This is an optimization exercise on Yosys and OpenROAD, whose aim is small area, a short achievable clock period and few clock cycles per item, not a production implementation.
RTL that was checked went through simulation tests only; none was proved equivalent to the original.
Power is estimated from default activity; no workload was simulated.

==> job 9160 <==
Design discrete_pid_velocity_form, start of the top module:
module discrete_pid_velocity_form (
    input  wire                                 i_clk,
    input  wire                                 i_rst_n,
    input  wire                                 i_cfg_we,
    input  wire [dpvf_pkg::CFG_ADDR_W-1:0]      i_cfg_addr,
    input  wire [dpvf_pkg::G_W-1:0]             i_cfg_wdata,
    input  wire                                 i_s_axis_tvalid,
    output logic                                o_s_axis_tready,
    input  wire [dpvf_pkg::E_W+dpvf_pkg::DT_W-1:0] i_s_axis_tdata,   
    input  wire                                 i_s_axis_tuser,   
    output logic                                o_m_axis_tvalid,
    input  wire                                 i_m_axis_tready,
    output logic [dpvf_pkg::OUT_W-1:0]          o_m_axis_tdata,   
    output logic                                o_m_axis_tuser    
);
==> module dpvf_r4step, before the edit <==
module dpvf_r4step (
    input  wire [15:0] i_r,
    input  wire [1:0]  i_b,
    input  wire [15:0] i_nd,
    input  wire [17:0] i_nd3,
    output logic [15:0] o_r,
    output logic [1:0]  o_q
);
    logic [17:0] x;
    logic [18:0] t1, t2, t3;
    logic [19:0] u1, u2, u3;
    assign x  = {i_r, i_b};
    assign u1 = {1'b0, x, 1'b1} + {3'b111, i_nd, 1'b1};
    assign u2 = {1'b0, x, 1'b1} + {2'b11, i_nd, 2'b11};
    assign u3 = {1'b0, x, 1'b1} + {1'b1, i_nd3, 1'b1};
    assign t1 = u1[19:1];
    assign t2 = u2[19:1];
    assign t3 = u3[19:1];
    logic s3, s2, s1, s0;
    assign s3  = !t3[18];
    assign s2  = t3[18] && !t2[18];
    assign s1  = t2[18] && !t1[18];
    assign s0  = t1[18];
    assign o_q = {s3 | s2, s3 | s1};
    assign o_r = ({16{s3}} & t3[15:0]) | ({16{s2}} & t2[15:0])
               | ({16{s1}} & t1[15:0]) | ({16{s0}} & x[15:0]);
endmodule
export LEC_CHECK = 0
export ABC_CLOCK_PERIOD_IN_PS = 4000
export CAP_MARGIN = 20
export CORE_MARGIN = 2
export CORE_UTILIZATION = 40
export SLEW_MARGIN = 20
create_clock -name core_clock -period 12.0 [get_ports {i_clk}]
run.sh (not shown) runs the stock make flow with config.mk's settings and CLKGATE_MAP_FILE= SYNTH_SCRIPT=/design/flow/synth_recipe.tcl, a recipe that flattens the netlist after the stock synthesis.
==> inputs of job 2412, as changes to job 9160 <==
--- a/flow/design.v
+++ b/flow/design.v
@@ -17,35 +17,34 @@
 `default_nettype wire
 `default_nettype none
 import dpvf_pkg::*;
 module dpvf_r4step (
     input  wire [15:0] i_r,
     input  wire [1:0]  i_b,
-    input  wire [15:0] i_nd,
-    input  wire [17:0] i_nd3,
+    input  wire [15:0] i_d,
+    input  wire [17:0] i_d3,
     output logic [15:0] o_r,
     output logic [1:0]  o_q
 );
     logic [17:0] x;
     logic [18:0] t1, t2, t3;
-    logic [19:0] u1, u2, u3;
     assign x  = {i_r, i_b};
-    assign u1 = {1'b0, x, 1'b1} + {3'b111, i_nd, 1'b1};
-    assign u2 = {1'b0, x, 1'b1} + {2'b11, i_nd, 2'b11};
-    assign u3 = {1'b0, x, 1'b1} + {1'b1, i_nd3, 1'b1};
-    assign t1 = u1[19:1];
-    assign t2 = u2[19:1];
-    assign t3 = u3[19:1];
-    logic s3, s2, s1, s0;
-    assign s3  = !t3[18];
-    assign s2  = t3[18] && !t2[18];
-    assign s1  = t2[18] && !t1[18];
-    assign s0  = t1[18];
-    assign o_q = {s3 | s2, s3 | s1};
-    assign o_r = ({16{s3}} & t3[15:0]) | ({16{s2}} & t2[15:0])
-               | ({16{s1}} & t1[15:0]) | ({16{s0}} & x[15:0]);
+    assign t1 = {1'b0, x} - {3'b0, i_d};
+    assign t2 = {1'b0, x} - {2'b0, i_d, 1'b0};
+    assign t3 = {1'b0, x} - {1'b0, i_d3};
+    always_comb begin
+        if (!t3[18]) begin
+            o_q = 2'd3; o_r = t3[15:0];
+        end else if (!t2[18]) begin
+            o_q = 2'd2; o_r = t2[15:0];
+        end else if (!t1[18]) begin
+            o_q = 2'd1; o_r = t1[15:0];
+        end else begin
+            o_q = 2'd0; o_r = x[15:0];
+        end
+    end
 endmodule
 module dpvf_csa_tree #(
     parameter int N = 3,
     parameter int W = 8
 ) (
     input  wire [N*W-1:0] i_rows,
@@ -188,14 +187,14 @@
             end
         end
     end
     logic                  r1_v, r1_cmd, r1_sg;
     logic signed [E_W-1:0] r1_e;
     logic [16:0]           r1_ade;
-    logic [DT_W-1:0]       r1_nd;
-    logic [DT_W+1:0]       r1_nd3;
+    logic [DT_W-1:0]       r1_dt;
+    logic [DT_W+1:0]       r1_dt3;
     logic [DT_W-1:0]       w1_dt;
     assign w1_dt = {r0_dt[DT_W-1:1], r0_dt[0] | (r0_dt == '0)};
     always_ff @(posedge i_clk) begin
         if (r_rst) begin
             r1_v <= 1'b0;
         end else if (w_adv) begin
@@ -205,14 +204,14 @@
     always_ff @(posedge i_clk) begin
         if (w_adv) begin
             r1_cmd <= r0_cmd;
             r1_e   <= r0_e;
             r1_sg  <= w1_de[17];
             r1_ade <= w1_de[17] ? w1_nde[16:0] : w1_de[16:0];
-            r1_nd  <= ~w1_dt;
-            r1_nd3 <= ~(18'(w1_dt) + {1'b0, w1_dt, 1'b0});
+            r1_dt  <= w1_dt;
+            r1_dt3 <= 18'(w1_dt) + {1'b0, w1_dt, 1'b0};
         end
     end
     logic [17*33-1:0]      w2_rows;
     logic [32:0]           w2_s, w2_c;
     genvar gr;
     generate
@@ -221,14 +220,14 @@
         end
     endgenerate
     dpvf_csa_tree #(.N(17), .W(33)) u_mtree (.i_rows(w2_rows), .o_s(w2_s), .o_c(w2_c));
     logic                  r2_v, r2_cmd, r2_sg;
     logic signed [E_W-1:0] r2_e;
     logic [32:0]           r2_ms, r2_mc;
-    logic [DT_W-1:0]       r2_nd;
-    logic [DT_W+1:0]       r2_nd3;
+    logic [DT_W-1:0]       r2_dt;
+    logic [DT_W+1:0]       r2_dt3;
     always_ff @(posedge i_clk) begin
         if (r_rst) begin
             r2_v <= 1'b0;
         end else if (w_adv) begin
             r2_v <= r1_v;
         end
@@ -237,21 +236,21 @@
         if (w_adv) begin
             r2_cmd <= r1_cmd;
             r2_e   <= r1_e;
             r2_sg  <= r1_sg;
             r2_ms  <= w2_s;
             r2_mc  <= w2_c;
-            r2_nd  <= r1_nd;
-            r2_nd3 <= r1_nd3;
+            r2_dt  <= r1_dt;
+            r2_dt3 <= r1_dt3;
         end
     end
     logic                  r3_v, r3_cmd, r3_sg;
     logic signed [E_W-1:0] r3_e;
     logic [32:0]           r3_m;
-    logic [DT_W-1:0]       r3_nd;
-    logic [DT_W+1:0]       r3_nd3;
+    logic [DT_W-1:0]       r3_dt;
+    logic [DT_W+1:0]       r3_dt3;
     always_ff @(posedge i_clk) begin
         if (r_rst) begin
             r3_v <= 1'b0;
         end else if (w_adv) begin
             r3_v <= r2_v;
         end
@@ -259,64 +258,62 @@
     always_ff @(posedge i_clk) begin
         if (w_adv) begin
             r3_cmd <= r2_cmd;
             r3_e   <= r2_e;
             r3_sg  <= r2_sg;
             r3_m   <= r2_ms + r2_mc;
-            r3_nd  <= r2_nd;
-            r3_nd3 <= r2_nd3;
+            r3_dt  <= r2_dt;
+            r3_dt3 <= r2_dt3;
         end
     end
     logic                  dv_v   [N_DSTG];
     logic                  dv_cmd [N_DSTG];
     logic                  dv_sg  [N_DSTG];
     logic                  dv_ovf [N_DSTG];
     logic [15:0]           dv_r   [N_DSTG];
     logic [Q_W-1:0]        dv_nq  [N_DSTG];
-    logic [DT_W-1:0]       dv_nd  [N_DSTG];
-    logic [DT_W+1:0]       dv_nd3 [N_DSTG];
+    logic [DT_W-1:0]       dv_dt  [N_DSTG];
+    logic [DT_W+1:0]       dv_dt3 [N_DSTG];
     logic signed [E_W-1:0] dv_e   [N_DSTG];
-    logic [17:0] w_ovf0;
-    assign w_ovf0 = {2'b0, r3_m[32:18], 1'b1} + {1'b0, r3_nd, 1'b1};
     genvar gs;
     generate
         for (gs = 0; gs < N_DSTG; gs++) begin : g_dstg
             logic [15:0]     c_r;
             logic [Q_W-1:0]  c_nq;
-            logic [DT_W-1:0] c_nd;
-            logic [DT_W+1:0] c_nd3;
+            logic [DT_W-1:0] c_dt;
+            logic [DT_W+1:0] c_dt3;
             logic            c_v, c_cmd, c_sg, c_ovf;
             logic signed [E_W-1:0] c_e;
             logic [15:0]     n_r;
             logic [1:0]      n_q;
             if (gs == 0) begin : g_in0
                 assign c_r   = {1'b0, r3_m[32:18]};
                 assign c_nq  = {r3_m[17:0], 16'b0};
-                assign c_nd  = r3_nd;
-                assign c_nd3 = r3_nd3;
+                assign c_dt  = r3_dt;
+                assign c_dt3 = r3_dt3;
                 assign c_v   = r3_v;
                 assign c_cmd = r3_cmd;
                 assign c_sg  = r3_sg;
-                assign c_ovf = w_ovf0[17];
+                assign c_ovf = ({1'b0, r3_m[32:18]} >= r3_dt);
                 assign c_e   = r3_e;
             end else begin : g_inN
                 assign c_r   = dv_r[gs-1];
                 assign c_nq  = dv_nq[gs-1];
-                assign c_nd  = dv_nd[gs-1];
-                assign c_nd3 = dv_nd3[gs-1];
+                assign c_dt  = dv_dt[gs-1];
+                assign c_dt3 = dv_dt3[gs-1];
                 assign c_v   = dv_v[gs-1];
                 assign c_cmd = dv_cmd[gs-1];
                 assign c_sg  = dv_sg[gs-1];
                 assign c_ovf = dv_ovf[gs-1];
                 assign c_e   = dv_e[gs-1];
             end
             dpvf_r4step u_step (
                 .i_r  (c_r),
                 .i_b  (c_nq[Q_W-1:Q_W-2]),
-                .i_nd (c_nd),
-                .i_nd3(c_nd3),
+                .i_d  (c_dt),
+                .i_d3 (c_dt3),
                 .o_r  (n_r),
                 .o_q  (n_q)
             );
             always_ff @(posedge i_clk) begin
                 if (r_rst) begin
                     dv_v[gs] <= 1'b0;
@@ -328,14 +325,14 @@
                 if (w_adv_d) begin
                     dv_cmd[gs] <= c_cmd;
                     dv_sg[gs]  <= c_sg;
                     dv_ovf[gs] <= c_ovf;
                     dv_r[gs]   <= n_r;
                     dv_nq[gs]  <= {c_nq[Q_W-3:0], n_q};
-                    dv_nd[gs]  <= c_nd;
-                    dv_nd3[gs] <= c_nd3;
+                    dv_dt[gs]  <= c_dt;
+                    dv_dt3[gs] <= c_dt3;
                     dv_e[gs]   <= c_e;
                 end
             end
         end
     endgenerate
     localparam int PB = PI_STG - 1;
@@ -348,13 +345,13 @@
         end
     end
     logic [16*32-1:0]      w_krows;
     logic [31:0]           w_ks, w_kc;
     generate
         for (gr = 0; gr < 16; gr++) begin : g_krow
-            assign w_krows[gr*32 +: 32] = dv_nd[PB][gr] ? 32'd0 : (32'(r_ki) << gr);
+            assign w_krows[gr*32 +: 32] = dv_dt[PB][gr] ? (32'(r_ki) << gr) : 32'd0;
         end
     endgenerate
     dpvf_csa_tree #(.N(16), .W(32)) u_ktree (.i_rows(w_krows), .o_s(w_ks), .o_c(w_kc));
     logic signed [16:0]    l1_d1, l1_sm;
     logic [31:0]           l1_ks, l1_kc;
     logic [18*34-1:0]      w_prows;
Settings changed: ABC_AREA set to 1.
==> inputs of job 4852, as changes to job 9160 <==
--- a/flow/design.v
+++ b/flow/design.v
@@ -32,20 +32,23 @@
     assign u1 = {1'b0, x, 1'b1} + {3'b111, i_nd, 1'b1};
     assign u2 = {1'b0, x, 1'b1} + {2'b11, i_nd, 2'b11};
     assign u3 = {1'b0, x, 1'b1} + {1'b1, i_nd3, 1'b1};
     assign t1 = u1[19:1];
     assign t2 = u2[19:1];
     assign t3 = u3[19:1];
-    logic s3, s2, s1, s0;
-    assign s3  = !t3[18];
-    assign s2  = t3[18] && !t2[18];
-    assign s1  = t2[18] && !t1[18];
-    assign s0  = t1[18];
-    assign o_q = {s3 | s2, s3 | s1};
-    assign o_r = ({16{s3}} & t3[15:0]) | ({16{s2}} & t2[15:0])
-               | ({16{s1}} & t1[15:0]) | ({16{s0}} & x[15:0]);
+    always_comb begin
+        if (!t3[18]) begin
+            o_q = 2'd3; o_r = t3[15:0];
+        end else if (!t2[18]) begin
+            o_q = 2'd2; o_r = t2[15:0];
+        end else if (!t1[18]) begin
+            o_q = 2'd1; o_r = t1[15:0];
+        end else begin
+            o_q = 2'd0; o_r = x[15:0];
+        end
+    end
 endmodule
 module dpvf_csa_tree #(
     parameter int N = 3,
     parameter int W = 8
 ) (
     input  wire [N*W-1:0] i_rows,
==> inputs of job 991, as changes to job 9160 <==
--- a/flow/design.v
+++ b/flow/design.v
@@ -17,35 +17,34 @@
 `default_nettype wire
 `default_nettype none
 import dpvf_pkg::*;
 module dpvf_r4step (
     input  wire [15:0] i_r,
     input  wire [1:0]  i_b,
-    input  wire [15:0] i_nd,
-    input  wire [17:0] i_nd3,
+    input  wire [15:0] i_d,
+    input  wire [17:0] i_d3,
     output logic [15:0] o_r,
     output logic [1:0]  o_q
 );
     logic [17:0] x;
     logic [18:0] t1, t2, t3;
-    logic [19:0] u1, u2, u3;
     assign x  = {i_r, i_b};
-    assign u1 = {1'b0, x, 1'b1} + {3'b111, i_nd, 1'b1};
-    assign u2 = {1'b0, x, 1'b1} + {2'b11, i_nd, 2'b11};
-    assign u3 = {1'b0, x, 1'b1} + {1'b1, i_nd3, 1'b1};
-    assign t1 = u1[19:1];
-    assign t2 = u2[19:1];
-    assign t3 = u3[19:1];
-    logic s3, s2, s1, s0;
-    assign s3  = !t3[18];
-    assign s2  = t3[18] && !t2[18];
-    assign s1  = t2[18] && !t1[18];
-    assign s0  = t1[18];
-    assign o_q = {s3 | s2, s3 | s1};
-    assign o_r = ({16{s3}} & t3[15:0]) | ({16{s2}} & t2[15:0])
-               | ({16{s1}} & t1[15:0]) | ({16{s0}} & x[15:0]);
+    assign t1 = {1'b0, x} - {3'b0, i_d};
+    assign t2 = {1'b0, x} - {2'b0, i_d, 1'b0};
+    assign t3 = {1'b0, x} - {1'b0, i_d3};
+    always_comb begin
+        if (!t3[18]) begin
+            o_q = 2'd3; o_r = t3[15:0];
+        end else if (!t2[18]) begin
+            o_q = 2'd2; o_r = t2[15:0];
+        end else if (!t1[18]) begin
+            o_q = 2'd1; o_r = t1[15:0];
+        end else begin
+            o_q = 2'd0; o_r = x[15:0];
+        end
+    end
 endmodule
 module dpvf_csa_tree #(
     parameter int N = 3,
     parameter int W = 8
 ) (
     input  wire [N*W-1:0] i_rows,
@@ -188,14 +187,14 @@
             end
         end
     end
     logic                  r1_v, r1_cmd, r1_sg;
     logic signed [E_W-1:0] r1_e;
     logic [16:0]           r1_ade;
-    logic [DT_W-1:0]       r1_nd;
-    logic [DT_W+1:0]       r1_nd3;
+    logic [DT_W-1:0]       r1_dt;
+    logic [DT_W+1:0]       r1_dt3;
     logic [DT_W-1:0]       w1_dt;
     assign w1_dt = {r0_dt[DT_W-1:1], r0_dt[0] | (r0_dt == '0)};
     always_ff @(posedge i_clk) begin
         if (r_rst) begin
             r1_v <= 1'b0;
         end else if (w_adv) begin
@@ -205,14 +204,14 @@
     always_ff @(posedge i_clk) begin
         if (w_adv) begin
             r1_cmd <= r0_cmd;
             r1_e   <= r0_e;
             r1_sg  <= w1_de[17];
             r1_ade <= w1_de[17] ? w1_nde[16:0] : w1_de[16:0];
-            r1_nd  <= ~w1_dt;
-            r1_nd3 <= ~(18'(w1_dt) + {1'b0, w1_dt, 1'b0});
+            r1_dt  <= w1_dt;
+            r1_dt3 <= 18'(w1_dt) + {1'b0, w1_dt, 1'b0};
         end
     end
     logic [17*33-1:0]      w2_rows;
     logic [32:0]           w2_s, w2_c;
     genvar gr;
     generate
@@ -221,14 +220,14 @@
         end
     endgenerate
     dpvf_csa_tree #(.N(17), .W(33)) u_mtree (.i_rows(w2_rows), .o_s(w2_s), .o_c(w2_c));
     logic                  r2_v, r2_cmd, r2_sg;
     logic signed [E_W-1:0] r2_e;
     logic [32:0]           r2_ms, r2_mc;
-    logic [DT_W-1:0]       r2_nd;
-    logic [DT_W+1:0]       r2_nd3;
+    logic [DT_W-1:0]       r2_dt;
+    logic [DT_W+1:0]       r2_dt3;
     always_ff @(posedge i_clk) begin
         if (r_rst) begin
             r2_v <= 1'b0;
         end else if (w_adv) begin
             r2_v <= r1_v;
         end
@@ -237,21 +236,21 @@
         if (w_adv) begin
             r2_cmd <= r1_cmd;
             r2_e   <= r1_e;
             r2_sg  <= r1_sg;
             r2_ms  <= w2_s;
             r2_mc  <= w2_c;
-            r2_nd  <= r1_nd;
-            r2_nd3 <= r1_nd3;
+            r2_dt  <= r1_dt;
+            r2_dt3 <= r1_dt3;
         end
     end
     logic                  r3_v, r3_cmd, r3_sg;
     logic signed [E_W-1:0] r3_e;
     logic [32:0]           r3_m;
-    logic [DT_W-1:0]       r3_nd;
-    logic [DT_W+1:0]       r3_nd3;
+    logic [DT_W-1:0]       r3_dt;
+    logic [DT_W+1:0]       r3_dt3;
     always_ff @(posedge i_clk) begin
         if (r_rst) begin
             r3_v <= 1'b0;
         end else if (w_adv) begin
             r3_v <= r2_v;
         end
@@ -259,64 +258,62 @@
     always_ff @(posedge i_clk) begin
         if (w_adv) begin
             r3_cmd <= r2_cmd;
             r3_e   <= r2_e;
             r3_sg  <= r2_sg;
             r3_m   <= r2_ms + r2_mc;
-            r3_nd  <= r2_nd;
-            r3_nd3 <= r2_nd3;
+            r3_dt  <= r2_dt;
+            r3_dt3 <= r2_dt3;
         end
     end
     logic                  dv_v   [N_DSTG];
     logic                  dv_cmd [N_DSTG];
     logic                  dv_sg  [N_DSTG];
     logic                  dv_ovf [N_DSTG];
     logic [15:0]           dv_r   [N_DSTG];
     logic [Q_W-1:0]        dv_nq  [N_DSTG];
-    logic [DT_W-1:0]       dv_nd  [N_DSTG];
-    logic [DT_W+1:0]       dv_nd3 [N_DSTG];
+    logic [DT_W-1:0]       dv_dt  [N_DSTG];
+    logic [DT_W+1:0]       dv_dt3 [N_DSTG];
     logic signed [E_W-1:0] dv_e   [N_DSTG];
-    logic [17:0] w_ovf0;
-    assign w_ovf0 = {2'b0, r3_m[32:18], 1'b1} + {1'b0, r3_nd, 1'b1};
     genvar gs;
     generate
         for (gs = 0; gs < N_DSTG; gs++) begin : g_dstg
             logic [15:0]     c_r;
             logic [Q_W-1:0]  c_nq;
-            logic [DT_W-1:0] c_nd;
-            logic [DT_W+1:0] c_nd3;
+            logic [DT_W-1:0] c_dt;
+            logic [DT_W+1:0] c_dt3;
             logic            c_v, c_cmd, c_sg, c_ovf;
             logic signed [E_W-1:0] c_e;
             logic [15:0]     n_r;
             logic [1:0]      n_q;
             if (gs == 0) begin : g_in0
                 assign c_r   = {1'b0, r3_m[32:18]};
                 assign c_nq  = {r3_m[17:0], 16'b0};
-                assign c_nd  = r3_nd;
-                assign c_nd3 = r3_nd3;
+                assign c_dt  = r3_dt;
+                assign c_dt3 = r3_dt3;
                 assign c_v   = r3_v;
                 assign c_cmd = r3_cmd;
                 assign c_sg  = r3_sg;
-                assign c_ovf = w_ovf0[17];
+                assign c_ovf = ({1'b0, r3_m[32:18]} >= r3_dt);
                 assign c_e   = r3_e;
             end else begin : g_inN
                 assign c_r   = dv_r[gs-1];
                 assign c_nq  = dv_nq[gs-1];
-                assign c_nd  = dv_nd[gs-1];
-                assign c_nd3 = dv_nd3[gs-1];
+                assign c_dt  = dv_dt[gs-1];
+                assign c_dt3 = dv_dt3[gs-1];
                 assign c_v   = dv_v[gs-1];
                 assign c_cmd = dv_cmd[gs-1];
                 assign c_sg  = dv_sg[gs-1];
                 assign c_ovf = dv_ovf[gs-1];
                 assign c_e   = dv_e[gs-1];
             end
             dpvf_r4step u_step (
                 .i_r  (c_r),
                 .i_b  (c_nq[Q_W-1:Q_W-2]),
-                .i_nd (c_nd),
-                .i_nd3(c_nd3),
+                .i_d  (c_dt),
+                .i_d3 (c_dt3),
                 .o_r  (n_r),
                 .o_q  (n_q)
             );
             always_ff @(posedge i_clk) begin
                 if (r_rst) begin
                     dv_v[gs] <= 1'b0;
@@ -328,14 +325,14 @@
                 if (w_adv_d) begin
                     dv_cmd[gs] <= c_cmd;
                     dv_sg[gs]  <= c_sg;
                     dv_ovf[gs] <= c_ovf;
                     dv_r[gs]   <= n_r;
                     dv_nq[gs]  <= {c_nq[Q_W-3:0], n_q};
-                    dv_nd[gs]  <= c_nd;
-                    dv_nd3[gs] <= c_nd3;
+                    dv_dt[gs]  <= c_dt;
+                    dv_dt3[gs] <= c_dt3;
                     dv_e[gs]   <= c_e;
                 end
             end
         end
     endgenerate
     localparam int PB = PI_STG - 1;
@@ -348,13 +345,13 @@
         end
     end
     logic [16*32-1:0]      w_krows;
     logic [31:0]           w_ks, w_kc;
     generate
         for (gr = 0; gr < 16; gr++) begin : g_krow
-            assign w_krows[gr*32 +: 32] = dv_nd[PB][gr] ? 32'd0 : (32'(r_ki) << gr);
+            assign w_krows[gr*32 +: 32] = dv_dt[PB][gr] ? (32'(r_ki) << gr) : 32'd0;
         end
     endgenerate
     dpvf_csa_tree #(.N(16), .W(32)) u_ktree (.i_rows(w_krows), .o_s(w_ks), .o_c(w_kc));
     logic signed [16:0]    l1_d1, l1_sm;
     logic [31:0]           l1_ks, l1_kc;
     logic [18*34-1:0]      w_prows;
Settings changed: CORE_UTILIZATION 40 to 60.
==> results.txt <==
Total cell area at the placement stage: job 991 172300 µm²; job 4852 168700 µm²; job 9160 168300 µm²; job 2412 179700 µm²
Post-synthesis cell count: job 991 15084; job 4852 14000; job 9160 13885; job 2412 18282
Most instantiated library cell after synthesis: job 991 sky130_fd_sc_hd__edfxtp_1; job 4852 sky130_fd_sc_hd__edfxtp_1; job 9160 sky130_fd_sc_hd__edfxtp_1; job 2412 sky130_fd_sc_hd__nand2_1
Internal power: job 991 29.33 mW; job 4852 28.61 mW; job 9160 28.25 mW; job 2412 33.32 mW
Pwr per Cell Area: job 991 277.6 nW/µm²; job 4852 269.2 nW/µm²; job 9160 269.6 nW/µm²; job 2412 324.7 nW/µm²
Share of post-route cells with drive strength above 1: job 991 4.973%; job 4852 4.992%; job 9160 4.686%; job 2412 3.580%
Average detailed-routed wire length per instance: job 991 21.27 µm; job 4852 18.87 µm; job 9160 18.95 µm; job 2412 18.75 µm
Met3 wire len: job 991 21.61 mm; job 4852 17.30 mm; job 9160 15.28 mm; job 2412 24.17 mm
Slack of the worst reg-to-reg path: job 991 7.24 ns; job 4852 6.72 ns; job 9160 7.20 ns; job 2412 7.34 ns
Initial core utilization: job 991 60.42%; job 4852 40.15%; job 9160 40.10%; job 2412 40.12%
Grt met3 use: job 991 3.502%; job 4852 2.604%; job 9160 2.017%; job 2412 2.541%
Footprint of the flip-flops and latches: job 991 69340 µm²; job 4852 69340 µm²; job 9160 69340 µm²; job 2412 69330 µm²
Clock insertion delay at the later pin of the skew report: job 991 0.89 ns; job 4852 0.94 ns; job 9160 0.94 ns; job 2412 0.96 ns
Nets in the synthesized netlist: job 991 17762; job 4852 16676; job 9160 16561; job 2412 20960
Rows: job 991 193; job 4852 233; job 9160 233; job 2412 241
Worst vdd ir: job 991 0.3679 mV; job 4852 0.2897 mV; job 9160 0.3093 mV; job 2412 0.5591 mV
CP Max Fanout: job 991 32; job 4852 37; job 9160 64; job 2412 43
Met2 track demand over resource: job 991 48.65%; job 4852 30.65%; job 9160 30.79%; job 2412 34.33%
Result of the run: job 991 finished clean; job 4852 finished clean; job 9160 finished clean; job 2412 finished clean
Portion of total power attributed to combinational logic: job 991 54.3%; job 4852 51.4%; job 9160 52.0%; job 2412 59.1%
Number of buffer and inverter stages on the critical path: job 991 4; job 4852 3; job 9160 3; job 2412 2
Req. time, crit path: job 991 12.64 ns; job 4852 9.60 ns; job 9160 9.60 ns; job 2412 9.60 ns
Testbench counts of job 2412, summed over its fixed seeds: cycles 1,384, items 1,200.
Testbench counts of job 991, summed over its fixed seeds: cycles 1,384, items 1,200.
Function not checked in job 9160 and job 4852: the RTL went through the layout flow alone.

[separate check: timing with driven ports]
In the flow no input, the clock included, has a driving cell. The finished layouts below were timed again as built, in two steps.
Step 1 assumes that a clkbuf_16 drives the clock port and a buf_2 every other input.
Step 2, shift: input delay + t, output delay - t, t = (earliest + latest rising clock arrival at the registers) / 2. This alone moves slack from input paths to output paths.
Three values: no drivers, after step 1, after step 2; two values: the first two.
run	t (ns)	setup slack, ns	hold WS [ns]
job 9160	1.015	6.812 / 6.694 / 7.199	0.390 / 0.390 / 0.390
job 2412	1.030	7.053 / 6.940 / 7.295	0.353 / 0.353 / 0.353
job 4852	0.993	6.657 / 6.551 / 6.717	0.352 / 0.352 / 0.352
job 991	0.991	7.238 / 7.235 / 7.238	0.390 / 0.390 / 0.390
After both steps every run listed still meets setup and hold.
